What follows belongs to an exercise in optimizing a design on an open flow for small area, a short achievable clock period and few clock cycles per item; a production flow would make more cautious choices.
RTL that was checked went through simulation tests only; none was proved equivalent to the original.

## beta
## ekf_top
module ekf_top (
    input  logic        clk,
    input  logic        n_rst,
    input  logic        meas_req,
    input  logic [29:0] meas,
    output logic        meas_ack,
    output logic        result_req,
    output logic [47:0] result,
    input  logic        result_ack
);
==> flow/config.mk <==
export PLATFORM = sky130hd
export DESIGN_NAME = ekf_top
export DESIGN_NICKNAME = ekf_top
export VERILOG_FILES = /design/flow/design.v
export SDC_FILE = /design/flow/constraint.sdc
export NUM_CORES = 4
export LEC_CHECK = 0
export CAP_MARGIN = 20
export CORE_MARGIN = 2
export CORE_UTILIZATION = 50
export SLEW_MARGIN = 20
export SYNTH_HIERARCHICAL = 1
export SYNTH_MINIMUM_KEEP_SIZE = 0
==> flow/constraint.sdc <==
create_clock -name core_clock -period 22.0 [get_ports {clk}]
set_input_delay 4.4000 -clock core_clock [delete_from_list [all_inputs] [get_ports {clk}]]
set_output_delay 4.4000 -clock core_clock [all_outputs]
set_load 0.01 [all_outputs]
standard.sh (not shown) runs the stock make flow with config.mk's settings and CLKGATE_MAP_FILE= SYNTH_SCRIPT=/design/flow/synth_recipe.tcl, a recipe that flattens the netlist after the stock synthesis.
==> flow/flow/run.sh <==
#!/bin/bash
# the standard flow, with timing repair aiming 16.5 ns below the clock period
bash standard.sh SETUP_SLACK_MARGIN=16.5 finish > standard.log 2>&1
In summary, beta completed successfully, with a layout that passed the timing, DRC and antenna checks.
Testbench counts of beta, summed over its fixed seeds: cycles 6,160, items 2,048.
Changes in epsilon relative to beta:
--- a/flow/design.v
+++ b/flow/design.v
@@ -2088,21 +2088,24 @@
             mcin <= lsum[22];
         end
     end
     assign rsum   = ms + mc + mcin;
     assign vrc_pr = rsum[46-22:23-22];
     assign e      = rsum[45-22:22-22];
+    localparam logic [23:0] soc_flip = 24'sh640000;
+    logic [23:0] soc_r;
+    assign soc = soc_r ^ soc_flip;
     always_ff @(posedge clk or negedge n_rst) begin
         if (!n_rst) begin
-            soc <= 24'sh640000;
-            vrc <= 24'sh000000;
+            soc_r <= '0;
+            vrc   <= 24'sh000000;
         end else begin
             if (wr)
-                soc <= soc_n;
+                soc_r <= soc_n ^ soc_flip;
             else if (s2)
-                soc <= vrc_pr;
+                soc_r <= vrc_pr ^ soc_flip;
             if (wr)
                 vrc <= vrc_n;
             else if (leave1)
                 vrc <= soc_p_n;
         end
     end
==> results.txt <==
The flow did not stop early for epsilon: all stages ran, and the layout cleared the timing, DRC and antenna checks.
The proportion of synthesized area in mux cells of epsilon and that of beta are within noise of each other.
Re met1 demand-to-capacity share in global routing: beta and epsilon aren't equal, and the lower value belongs to epsilon.
Against beta, number of nets in the layout in epsilon rose slightly.
Where first-iteration DRC count is concerned, beta is outperformed by epsilon.
Diff beta -> epsilon: sequential share of layout area fell 0.27 points; setup slack rose 25 ps; number of global-route vias before repair rose 152; final wirelength fell 450 µm.
Signed area change from the synthesized netlist to the final layout ended up 1.2 points higher on epsilon than on beta.
Function not checked in epsilon: the RTL went through the layout flow alone.

--- another note on this design; it stands on its own ---

## wip/delta
// ekf_top
module ekf_top (
    input  logic        clk,
    input  logic        n_rst,
    input  logic        meas_req,
    input  logic [29:0] meas,
    output logic        meas_ack,
    output logic        result_req,
    output logic [47:0] result,
    input  logic        result_ack
);
    logic        s1;              
    logic        s1w;             
    logic        s2, s3;
    logic        out_idle;        
    logic        go1;             
    logic        leave1;          
    logic        wr;              
    logic        accept;          
    logic        take;
    logic [29:0] cap;
    logic signed [23:0] soc, vrc;
    assign go1    = !result_req || result_ack;
    assign leave1 = (s1 || s1w) && go1;
    assign wr     = s3 && out_idle;
    assign accept = !(s1 || s1w || s2 || s3) || wr;
    assign take   = meas_req && !meas_ack && accept;
    always_ff @(posedge clk or negedge n_rst) begin
        if (!n_rst) begin
            meas_ack   <= 1'b0;
            s1         <= 1'b0;
            s1w        <= 1'b0;
            s2         <= 1'b0;
            s3         <= 1'b0;
            result_req <= 1'b0;
            out_idle   <= 1'b1;
        end else begin
            if (take)
                meas_ack <= 1'b1;
            else if (!meas_req)
                meas_ack <= 1'b0;
            s1  <= take;
            s1w <= (s1 || s1w) && !go1;
            s2  <= leave1;
            s3  <= s2 || (s3 && !out_idle);
            if (wr) begin
                result_req <= 1'b1;
                out_idle   <= 1'b0;
  ...
Size in the first run: ~2,300 cells after synthesis, ~160 flip-flops, roughly 84 I/O pins, roughly 23,000 sq um of cells after synthesis.
export LEC_CHECK = 0
export CAP_MARGIN = 20
export CORE_MARGIN = 2
export CORE_UTILIZATION = 50
export CTS_CLUSTER_DIAMETER = 60
export CTS_CLUSTER_SIZE = 30
export SLEW_MARGIN = 20
export SYNTH_HIERARCHICAL = 1
export SYNTH_MINIMUM_KEEP_SIZE = 0
create_clock -name core_clock -period 22.0 [get_ports {clk}]
standard.sh (not shown) runs the stock make flow with config.mk's settings and CLKGATE_MAP_FILE= SYNTH_SCRIPT=/design/flow/synth_recipe.tcl, a recipe that flattens the netlist after the stock synthesis.
==> flow/flow/run.sh <==
#!/bin/bash
# the standard flow, with timing repair aiming 16.5 ns below the clock period
bash standard.sh SETUP_SLACK_MARGIN=16.5 finish > standard.log 2>&1
Testbench counts of wip/delta, summed over its fixed seeds: cycles 6,160, items 2,048.
--- input diff wip/delta..wip/pepper ---
Settings: a deleted CTS_CLUSTER_SIZE that had been 30; a deleted CTS_CLUSTER_DIAMETER that had been 60.
==> flow/flow/run.sh <==
#!/bin/bash
# the standard flow, with timing repair aiming 16.7 ns below the clock period
bash standard.sh SETUP_SLACK_MARGIN=16.7 finish > standard.log 2>&1
Findings:
Final-layout clock buffer total ended up 1 higher on wip/pepper than on wip/delta.
Total length of routed wires is higher on wip/pepper
Lower register cell area after layout goes to wip/delta over wip/pepper.
Floorplan die width: wip/pepper vs wip/delta — no meaningful difference
Signed area change from the synthesized netlist to the final layout for wip/pepper is higher than for wip/delta.
Going from wip/delta to wip/pepper, number of antenna violations at the first check in global routing +1.
--- input diff wip/pepper..wip/amber ---
==> flow/flow/run.sh <==
#!/bin/bash
# the standard flow, with timing repair aiming 16.5 ns below the clock period
bash standard.sh SETUP_SLACK_MARGIN=16.5 finish > standard.log 2>&1
### Flow results
From wip/pepper to wip/amber the numbers moved as follows: sequential share of layout area went up by 0.20 points; number of flops mapped to enable cells by yosys saw little to no change; global routing usage summed across all routing layers moved down; routed length per placed instance has decreased. Compared wip/amber vs wip/pepper, and proportion of final cell area spent on non-clock buffers is down in wip/amber. Share of synthesized cell area in and, or, nand and nor gates: wip/amber vs wip/pepper identical. Measured against each other, wip/pepper and wip/amber differ in multi-input combinational cell area, the lower figure coming from wip/amber. Number of clock buffers in the layout, wip/pepper and wip/amber, lower one = wip/amber.

-- what the ideal ports hide --
No port has a modelled driver above. Below, the same layouts with a new extraction and two added sets of constraints. Step 1: set_driving_cell puts a clkbuf_16 on clk and a buf_2 on each other input, an assumption about the parent block. Step 2, shift: input delay + t, output delay - t, t = (earliest + latest rising clock arrival at the registers) / 2. This alone moves slack from input paths to output paths. Slacks: ideal / step 1 / step 2; pairs: ideal / step 1.
run | t (ns) | setup WS [ns] | worst setup path after step 2 | clock arrival spread, ns | slew at the worst register clock pin (ns)
beta | 0.507 | 16.425 / 16.372 / 16.224 | input to register | 0.014 / 0.014 | 0.07 / 0.07
epsilon | 0.534 | 16.451 / 16.393 / 16.022 | input to register | 0.012 / 0.013 | 0.07 / 0.07
wip/delta | 0.542 | 16.469 / 16.408 / 16.033 | input to register | 0.019 / 0.019 | 0.08 / 0.08
wip/pepper | 0.522 | 16.458 / 16.406 / 16.315 | input to register | 0.016 / 0.016 | 0.08 / 0.08
wip/amber | 0.542 | 16.469 / 16.408 / 16.033 | input to register | 0.019 / 0.019 | 0.08 / 0.08
After both steps every run listed still meets setup and hold.
